From an optimization exercise on the open Yosys and OpenROAD flow, aimed at small area, a short achievable clock period and few clock cycles per item; shortcuts taken in it are not production practice.
At most, simulation tests tie the RTL to the original design; equivalence was not proved.

## lane 1
Design qr_cordic_top, start of the top module:
module qr_cordic_top #(
   parameter int data_w = 13
) (
   input  logic                clk,
   input  logic                rst_n,
   input  logic                valid,
   input  logic [4*data_w-1:0] in,
   output logic                out_valid,
   output logic [4*data_w-1:0] out
);
clock: 12.5 ns
lec_check: 0
cap_margin: 30
core_margin: 2
core_utilization: 30
cts_cluster_diameter: 100
cts_cluster_size: 24
slew_margin: 30
standard.sh (not shown) runs the stock make flow with config.mk's settings and CLKGATE_MAP_FILE= SYNTH_SCRIPT=/design/flow/synth_recipe.tcl, a recipe that flattens the netlist after the stock synthesis.
==> flow/flow/run.sh <==
#!/bin/bash
# Standard layout (the standard.sh, standard synthesis unchanged) with two
# changes to how it is made: timing repair is asked to leave a setup margin,
# so that the layout is pushed below the design's clock period, and the
# buffer on every input and output port is a plain buffer rather than the
# delay cell the resizer picks by default. Each step's output goes to its own
# log file here.
set -euo pipefail
ARGS=("SETUP_SLACK_MARGIN=8.5" "BUFFER_PORTS_ARGS=-buffer_cell sky130_fd_sc_hd__buf_4")
for step in synth floorplan place cts finish; do
  bash standard.sh "${ARGS[@]}" $step > log_$step.txt 2>&1
done
Testbench counts of lane 1, summed over its fixed seeds: cycles 9,120, matrices 96.
#### Input delta (lane 2 over lane 1)
-- flow/flow/run.sh --
<<< lane 1, line 7
# log file here.
set -euo pipefail
ARGS=("SETUP_SLACK_MARGIN=8.5" "BUFFER_PORTS_ARGS=-buffer_cell sky130_fd_sc_hd__buf_4")
for step in synth floorplan place cts finish; do
  bash standard.sh "${ARGS[@]}" $step > log_$step.txt 2>&1
>>> lane 2, line 7
# log file here.
set -euo pipefail
ARGS=("SETUP_SLACK_MARGIN=8.75" "BUFFER_PORTS_ARGS=-buffer_cell sky130_fd_sc_hd__buf_4")
for step in synth floorplan place cts finish; do
  bash standard.sh "${ARGS[@]}" $step > log_$step.txt 2>&1
[summary]
- Sort lane 2 and lane 1 by routed wire length, descending, and lane 2 comes first.
- Lane 1 → lane 2: setup slack picked up an extra 96 ps, per-cell via count in the routed design up 0.017, met2 layer usage reported by global route has increased, final critical path time including I/O delays and setup now sits lower.
- Every stage of the flow completed for lane 2, and the final layout passed the timing, DRC and antenna checks.
- Between lane 2 and lane 1, it is lane 2 whose global-route wire length before repair is higher, by 0.68%.
- Against lane 1, lane 2 reports a worst hold slack that is lower.
- Comparing lane 2 against lane 1, there is no change at all in tap cell count.

* * *

== JK ==
qr_cordic_top, a different RTL version from the one above (not shown whole).
Size: roughly 5800 cells after synthesis, roughly 920 flip-flops, about 110 I/O pins, about 50000 µm² of cells after synthesis.
clock: 12.5 ns
lec_check: 0
abc_area: 1
cap_margin: 30
core_margin: 2
core_utilization: 30
cts_cluster_diameter: 100
cts_cluster_size: 24
slew_margin: 30
==> flow/flow/run.sh <==
#!/bin/bash
# Standard layout (the standard.sh, standard synthesis unchanged) with two
# changes to how it is made: timing repair is asked to leave a setup margin,
# so that the layout is pushed below the design's clock period, and the
# buffer on every input and output port is a plain buffer rather than the
# delay cell the resizer picks by default. Each step's output goes to its own
# log file here.
set -euo pipefail
ARGS=("SETUP_SLACK_MARGIN=8.6" "BUFFER_PORTS_ARGS=-buffer_cell sky130_fd_sc_hd__buf_4")
for step in synth floorplan place cts finish; do
  bash standard.sh "${ARGS[@]}" $step > log_$step.txt 2>&1
done
JK: no failed stages, no open violations at the end
Testbench counts of JK, summed over its fixed seeds: cycles 9,216, matrices 96.
The inputs of MS differ from those of JK as listed below.
--- a/flow/flow/run.sh
+++ b/flow/flow/run.sh
@@ -7,5 +7,5 @@
 # log file here.
 set -euo pipefail
-ARGS=("SETUP_SLACK_MARGIN=8.6" "BUFFER_PORTS_ARGS=-buffer_cell sky130_fd_sc_hd__buf_4")
+ARGS=("SETUP_SLACK_MARGIN=8.9" "BUFFER_PORTS_ARGS=-buffer_cell sky130_fd_sc_hd__buf_4")
 for step in synth floorplan place cts finish; do
   bash standard.sh "${ARGS[@]}" $step > log_$step.txt 2>&1
## What came out
Final critical path time including I/O delays and setup, JK and MS, lower one = MS. The total routing usage reported by global routing on MS is in line with that on JK. ~same clock-cell share of area in JK and MS. On routed wire length, JK tracks MS almost exactly. Going from JK to MS, non-clock buffer area fraction after layout grows by 0.55 points. Relative to JK, worst setup slack after layout has increased by 0.040 ns in MS.

* * *

qr_cordic_top, a different RTL version from the one above (not shown whole).
Size in the first run: about 870 flip-flops, ~110 I/O pins, roughly 51,000 um^2 of cells after synthesis.
clock: 12.5 ns
lec_check: 0
cap_margin: 30
core_margin: 2
core_utilization: 50
cts_cluster_diameter: 60
cts_cluster_size: 30
slew_margin: 30
==> flow/flow/run.sh <==
#!/bin/bash
# Standard layout (the standard.sh, standard synthesis unchanged), with
# timing repair asked to leave a setup margin so that the layout is pushed
# below the design's clock period. Each step's output goes to its own log.
set -euo pipefail
M=SETUP_SLACK_MARGIN=8.7
for step in synth floorplan place cts finish; do
  bash standard.sh $M $step > log_$step.txt 2>&1
done
The baseline completed with no timing, DRC or antenna violations.
Next try:
Settings changed: CORE_UTILIZATION 50 to 30, CTS_CLUSTER_DIAMETER 60 to not set, CTS_CLUSTER_SIZE 30 to not set.
What happened:
- The changed run completed without violations
- area after synthesis stays the same
- via count is lower by 1.3%
Function was not checked in any run of this note: the RTL went through the layout flow alone.

* * *

== run a ==
qr_cordic_top, a different RTL version from the one above (not shown whole).
For scale: about 4200 cells after synthesis, about 910 flip-flops.
export LEC_CHECK = 0
export CAP_MARGIN = 30
export CORE_MARGIN = 2
export CORE_UTILIZATION = 30
export CTS_CLUSTER_DIAMETER = 100
export CTS_CLUSTER_SIZE = 24
export PLACE_DENSITY = 0.8
export SLEW_MARGIN = 30
create_clock -name core_clock -period 12.5 [get_ports {clk}]
==> flow/flow/run.sh <==
#!/bin/bash
# Standard layout (the standard.sh, standard synthesis unchanged) with two
# changes to how it is made: timing repair is asked to leave a setup margin,
# so that the layout is pushed below the design's clock period, and the
# buffer on every input and output port is a plain buffer rather than the
# delay cell the resizer picks by default. Each step's output goes to its own
# log file here.
set -euo pipefail
ARGS=("SETUP_SLACK_MARGIN=8.6" "BUFFER_PORTS_ARGS=-buffer_cell sky130_fd_sc_hd__buf_4")
for step in synth floorplan place cts finish; do
  bash standard.sh "${ARGS[@]}" $step > log_$step.txt 2>&1
done
> inputs changed (run a -> run b)
Settings: a deleted PLACE_DENSITY that had been 0.8.
Notes after the runs:
A cell at the slowest stage of the critical path of sky130_fd_sc_hd__dfrtp_2 is what run b shows, while sky130_fd_sc_hd__dfrtp_1 belongs to run a.
A worst setup path startpoint of matrix_store_i.out_q[42] is what run a shows, while matrix_store_i.out_q[47] belongs to run b.
[compare] base=run a new=run b: global-route track usage on met1 has increased; via count fell 944.
From run a to run b the numbers moved as follows: routability-driven placement congestion ratio lower, final standard cell count with taps included and fillers excluded shows no meaningful change.
Between run a and run b, slew at the pin closest to its max-slew limit decreased.
Run b against run a: routed wire length rose 1.3%; share of final-layout standard cells stronger than drive strength 1 rose 0.46 points.
No run of this note included a check of the RTL's function; only the layout flow was run.

* * *

Another version of the RTL of qr_cordic_top (not shown whole).
Size in the first run: ~4,200 cells after synthesis.
==> flow/config.mk <==
export PLATFORM = sky130hd
export DESIGN_NAME = qr_cordic_top
export DESIGN_NICKNAME = qr_cordic_top
export VERILOG_FILES = /design/flow/design.v
export SDC_FILE = /design/flow/constraint.sdc
export NUM_CORES = 4
export LEC_CHECK = 0
export CAP_MARGIN = 30
export CORE_MARGIN = 2
export CORE_UTILIZATION = 30
export CTS_CLUSTER_DIAMETER = 100
export CTS_CLUSTER_SIZE = 24
export SLEW_MARGIN = 30
==> flow/constraint.sdc <==
create_clock -name core_clock -period 12.5 [get_ports {clk}]
set_input_delay 2.5000 -clock core_clock [delete_from_list [all_inputs] [get_ports {clk}]]
set_output_delay 2.5000 -clock core_clock [all_outputs]
set_load 0.01 [all_outputs]
Scripts as last shown in full above: flow/flow/run.sh
Edit:
==> flow/flow/run.sh (replaced) <==
#!/bin/bash
# Standard layout (the standard.sh, standard synthesis unchanged) with
# these changes to how it is made: timing repair is asked to leave a setup
# margin, so that the layout is pushed below the design's clock period; the
# buffer on every input and output port is a plain buffer rather than the
# delay cell the resizer picks by default; and after placement each output
# port's buffer is moved next to the register driving it (flow/outbuf.tcl).
# Each step's output goes to its own log file here.
set -euo pipefail
ARGS=("SETUP_SLACK_MARGIN=8.6" "BUFFER_PORTS_ARGS=-buffer_cell sky130_fd_sc_hd__buf_4")
for step in synth floorplan place; do
  bash standard.sh "${ARGS[@]}" $step > log_$step.txt 2>&1
done
openroad -no_init -exit flow/outbuf.tcl > log_outbuf.txt 2>&1
for step in cts finish; do
  bash standard.sh "${ARGS[@]}" $step > log_$step.txt 2>&1
done
==> flow/flow/outbuf.tcl (new file) <==
# Move each output port's buffer next to the register that drives it, so
# that the register drives a short wire and the buffer the long one to the
# port; placement legalized again.
set db orfs/results/$::env(FLOW_PLATFORM)/qr_cordic_top/base/3_place.odb
read_db $db
set block [ord::get_db_block]
set n 0
foreach bterm [$block getBTerms] {
  if {[$bterm getIoType] ne "OUTPUT"} { continue }
  set net [$bterm getNet]
  set buf ""
  foreach iterm [$net getITerms] {
    if {[$iterm isOutputSignal]} { set buf [$iterm getInst] }
  }
  if {$buf eq ""} { continue }
  set drv ""
  foreach iterm [$buf getITerms] {
    if {[$iterm isInputSignal]} {
      set in_net [$iterm getNet]
      if {$in_net eq "NULL" || $in_net eq ""} { continue }
      foreach it2 [$in_net getITerms] {
        if {[$it2 isOutputSignal]} { set drv [$it2 getInst] }
      }
    }
  }
  if {$drv eq ""} { continue }
  set loc [$drv getLocation]
  $buf setLocation [lindex $loc 0] [lindex $loc 1]
  incr n
}
puts "moved $n output buffers"
detailed_placement
check_placement -verbose
write_db $db
After rerunning: Sequential share of layout area hardly moves; cell area barely changes; fmax climbs by 2.9%; via count hardly moves; worst setup slack is better by 0.11 ns; routed wire length came out higher by 1.1%; hold slack gets worse by 0.0090 ns; critical path depth came out higher by 8; cell count stays flat.
Function was not checked in any run of this note: the RTL went through the layout flow alone.

* * *

Setup of job 5986:
qr_cordic_top, a different RTL version from the one above (not shown whole).
Size: ~4300 cells after synthesis, about 920 flip-flops, roughly 110 I/O pins, about 49000 µm² of cells after synthesis.
## qr_cordic_top
module qr_cordic_top #(
   parameter int data_w = 13
) (
   input  logic                clk,
   input  logic                rst_n,
   input  logic                valid,
   input  logic [4*data_w-1:0] in,
   output logic                out_valid,
   output logic [4*data_w-1:0] out
);
   logic       load_wr;
   logic       flush;
   logic [2:0] load_row;
   logic       out_load;
   logic [2:0] out_row;
   logic       out_res;
   logic       out_rq;
   logic                     gv_start;
   logic                     gv_mode;
   logic [1:0]               gv_pass;
   logic                     gv_nxt_mode;
   logic [1:0]               gv_nxt_pass;
   logic [2:0]               gv_rd_row;
   logic [1:0]               gv_rd_col;
   logic [1:0]               rd_even;
   logic [1:0]               rd_odd;
   logic                     fwd_x;
   logic                     fwd_y;
   logic                     fwd_in;
   logic                     rd_even_y;
   logic [2:0]               gv_row;
   logic [1:0]               gv_col;
   logic signed [data_w-1:0] gv_op_x;
   logic signed [data_w-1:0] gv_op_y;
   logic                     gv_done;
   logic [2:0]               gv_wr_row;
   logic [1:0]               gv_wr_col;
   logic signed [data_w-1:0] gv_res_x;
   logic signed [data_w-1:0] gv_res_y;
   qr_sequencer qr_sequencer_i (
      .clk       (clk),
  ...
clock: 12.5 ns
lec_check: 0
cap_margin: 30
core_margin: 2
core_utilization: 30
cts_cluster_diameter: 100
cts_cluster_size: 24
slew_margin: 30
==> flow/flow/run.sh <==
#!/bin/bash
# Standard layout (the standard.sh, standard synthesis unchanged) with
# these changes to how it is made: timing repair is asked to leave a setup
# margin, so that the layout is pushed below the design's clock period; the
# buffer on every input and output port is a plain buffer rather than the
# delay cell the resizer picks by default; and after placement each output
# port's buffer is moved next to the register driving it (flow/outbuf.tcl).
# Each step's output goes to its own log file here.
set -euo pipefail
ARGS=("SETUP_SLACK_MARGIN=8.6" "BUFFER_PORTS_ARGS=-buffer_cell sky130_fd_sc_hd__buf_4")
for step in synth floorplan place; do
  bash standard.sh "${ARGS[@]}" $step > log_$step.txt 2>&1
done
openroad -no_init -exit flow/outbuf.tcl > log_outbuf.txt 2>&1
for step in cts finish; do
  bash standard.sh "${ARGS[@]}" $step > log_$step.txt 2>&1
done
==> flow/flow/outbuf.tcl <==
# Move each output port's buffer next to the register that drives it, so
# that the register drives a short wire and the buffer the long one to the
# port; placement legalized again.
set db orfs/results/$::env(FLOW_PLATFORM)/qr_cordic_top/base/3_place.odb
read_db $db
set block [ord::get_db_block]
set n 0
foreach bterm [$block getBTerms] {
  if {[$bterm getIoType] ne "OUTPUT"} { continue }
  set net [$bterm getNet]
  set buf ""
  foreach iterm [$net getITerms] {
    if {[$iterm isOutputSignal]} { set buf [$iterm getInst] }
  }
  if {$buf eq ""} { continue }
  set drv ""
  foreach iterm [$buf getITerms] {
    if {[$iterm isInputSignal]} {
      set in_net [$iterm getNet]
      if {$in_net eq "NULL" || $in_net eq ""} { continue }
      foreach it2 [$in_net getITerms] {
        if {[$it2 isOutputSignal]} { set drv [$it2 getInst] }
      }
    }
  }
  if {$drv eq ""} { continue }
  set loc [$drv getLocation]
  $buf setLocation [lindex $loc 0] [lindex $loc 1]
  incr n
}
puts "moved $n output buffers"
detailed_placement
check_placement -verbose
write_db $db
Job 5986 finished end to end and its layout was clean on timing, DRC and antenna.
The following lists how job 1157 was set up differently from job 5986:
--- a/flow/flow/run.sh
+++ b/flow/flow/run.sh
@@ -9,3 +9,3 @@
 set -euo pipefail
-ARGS=("SETUP_SLACK_MARGIN=8.6" "BUFFER_PORTS_ARGS=-buffer_cell sky130_fd_sc_hd__buf_4")
+ARGS=("SETUP_SLACK_MARGIN=8.75" "BUFFER_PORTS_ARGS=-buffer_cell sky130_fd_sc_hd__buf_4")
 for step in synth floorplan place; do
### Flow results
Comparing job 1157 with job 5986, the met1 usage in global routing came out essentially unchanged. Delta (job 1157 minus job 5986): combined global-route utilization of all metal layers ~0 delta, hold slack fell by 0.0093 ns, final worst-path cycle share stayed essentially flat, routed length per instance moved down. Placer's final routability congestion estimate: job 1157 and job 5986 compared, higher one is job 1157. On clock buffer count from CTS, the higher figure sits with job 1157, not job 5986.
No run of this note included a check of the RTL's function; only the layout flow was run.

* * *

== run 1 ==
RTL: one of the versions met above, not the one the previous note started from.
For scale: ~4200 cells after synthesis, ~920 flip-flops, roughly 110 I/O pins.
==> flow/config.mk <==
export PLATFORM = sky130hd
export DESIGN_NAME = qr_cordic_top
export DESIGN_NICKNAME = qr_cordic_top
export VERILOG_FILES = /design/flow/design.v
export SDC_FILE = /design/flow/constraint.sdc
export NUM_CORES = 4
export LEC_CHECK = 0
export CAP_MARGIN = 30
export CORE_MARGIN = 2
export CORE_UTILIZATION = 30
export CTS_CLUSTER_DIAMETER = 100
export CTS_CLUSTER_SIZE = 24
export PLACE_DENSITY = 0.8
export SLEW_MARGIN = 30
==> flow/constraint.sdc <==
create_clock -name core_clock -period 12.5 [get_ports {clk}]
set_input_delay 2.5000 -clock core_clock [delete_from_list [all_inputs] [get_ports {clk}]]
set_output_delay 2.5000 -clock core_clock [all_outputs]
set_load 0.01 [all_outputs]
==> flow/flow/run.sh <==
#!/bin/bash
# Standard layout (the standard.sh, standard synthesis unchanged) with two
# changes to how it is made: timing repair is asked to leave a setup margin,
# so that the layout is pushed below the design's clock period, and the
# buffer on every input and output port is a plain buffer rather than the
# delay cell the resizer picks by default. Each step's output goes to its own
# log file here.
set -euo pipefail
ARGS=("SETUP_SLACK_MARGIN=8.6" "BUFFER_PORTS_ARGS=-buffer_cell sky130_fd_sc_hd__buf_4")
for step in synth floorplan place cts finish; do
  bash standard.sh "${ARGS[@]}" $step > log_$step.txt 2>&1
done
Testbench counts of run 1, summed over its fixed seeds: cycles 9,120, matrices 96.
Input changes introduced in run 2 (baseline for comparison: run 1):
- PLACE_DENSITY removed (was 0.8)
==> comparison <==
- Run 2: no failed stages, no open violations at the end
- Run 1: done, clean on timing, DRC and antenna
- Between run 2 and run 1, it is run 2 whose met2 global-route usage is higher, by 0.39 points.
- Sort run 2 and run 1 by maximum clock frequency desc -> top: run 2
- Comparing run 1 against run 2, there is no change at all in area fraction in and, or, nand and nor cells after synthesis.
- Endpoint of the worst setup timing path: out[10] -> run 1, out[39] -> run 2
- For non-clock buffer count, dividing the value from run 1 by the value from run 2 gives 0.876.

==> what the ideal ports hide <==
The results above use ideal ports. As a check the final layouts listed here were re-extracted and re-timed, cells and wires unchanged. Step 1 assumes that a clkbuf_16 drives the clock port and a buf_2 every other input. Step 2 also shifts input and output timing later by t, the mid clock arrival at the registers, as if the neighbouring blocks saw the same clock. Slacks: ideal ports / drivers / drivers and shift; pairs: ideal ports / drivers.
run	shift t [ns]	slack for setup (ns)	worst setup path after step 2	worst data-port slew with drivers (ns)
lane 1	0.726	8.575 / 8.504 / 8.327	input to register	0.08
lane 2	0.744	8.672 / 8.597 / 8.338	input to register	0.06
JK	0.743	8.686 / 8.607 / 8.609	input to register	0.06
MS	0.740	8.725 / 8.648 / 8.634	input to register	0.06
the first run of note 3	0.760	8.305 / 8.305 / 8.007	input to register	0.14
the second run of note 3	0.794	8.345 / 8.345 / 8.066	input to register	0.21
run a	0.711	8.610 / 8.540 / 8.351	input to register	0.07
run b	0.720	8.629 / 8.553 / 8.356	input to register	0.11
the first run of note 5	0.730	8.636 / 8.557 / 8.335	input to register	0.21
the second run of note 5	0.740	8.743 / 8.686 / 8.325	input to register	0.23
job 5986	0.738	8.772 / 8.690 / 8.242	input to register	0.23
job 1157	0.720	8.764 / 8.686 / 8.367	input to register	0.07
run 1	0.715	8.623 / 8.555 / 8.425	input to register	0.07
run 2	0.744	8.656 / 8.582 / 8.337	input to register	0.06
After both steps every run listed still meets setup and hold. For job 5986, which loses most, drivers alone change the setup slack by -0.082 ns; drivers and shift together by -0.530 ns.
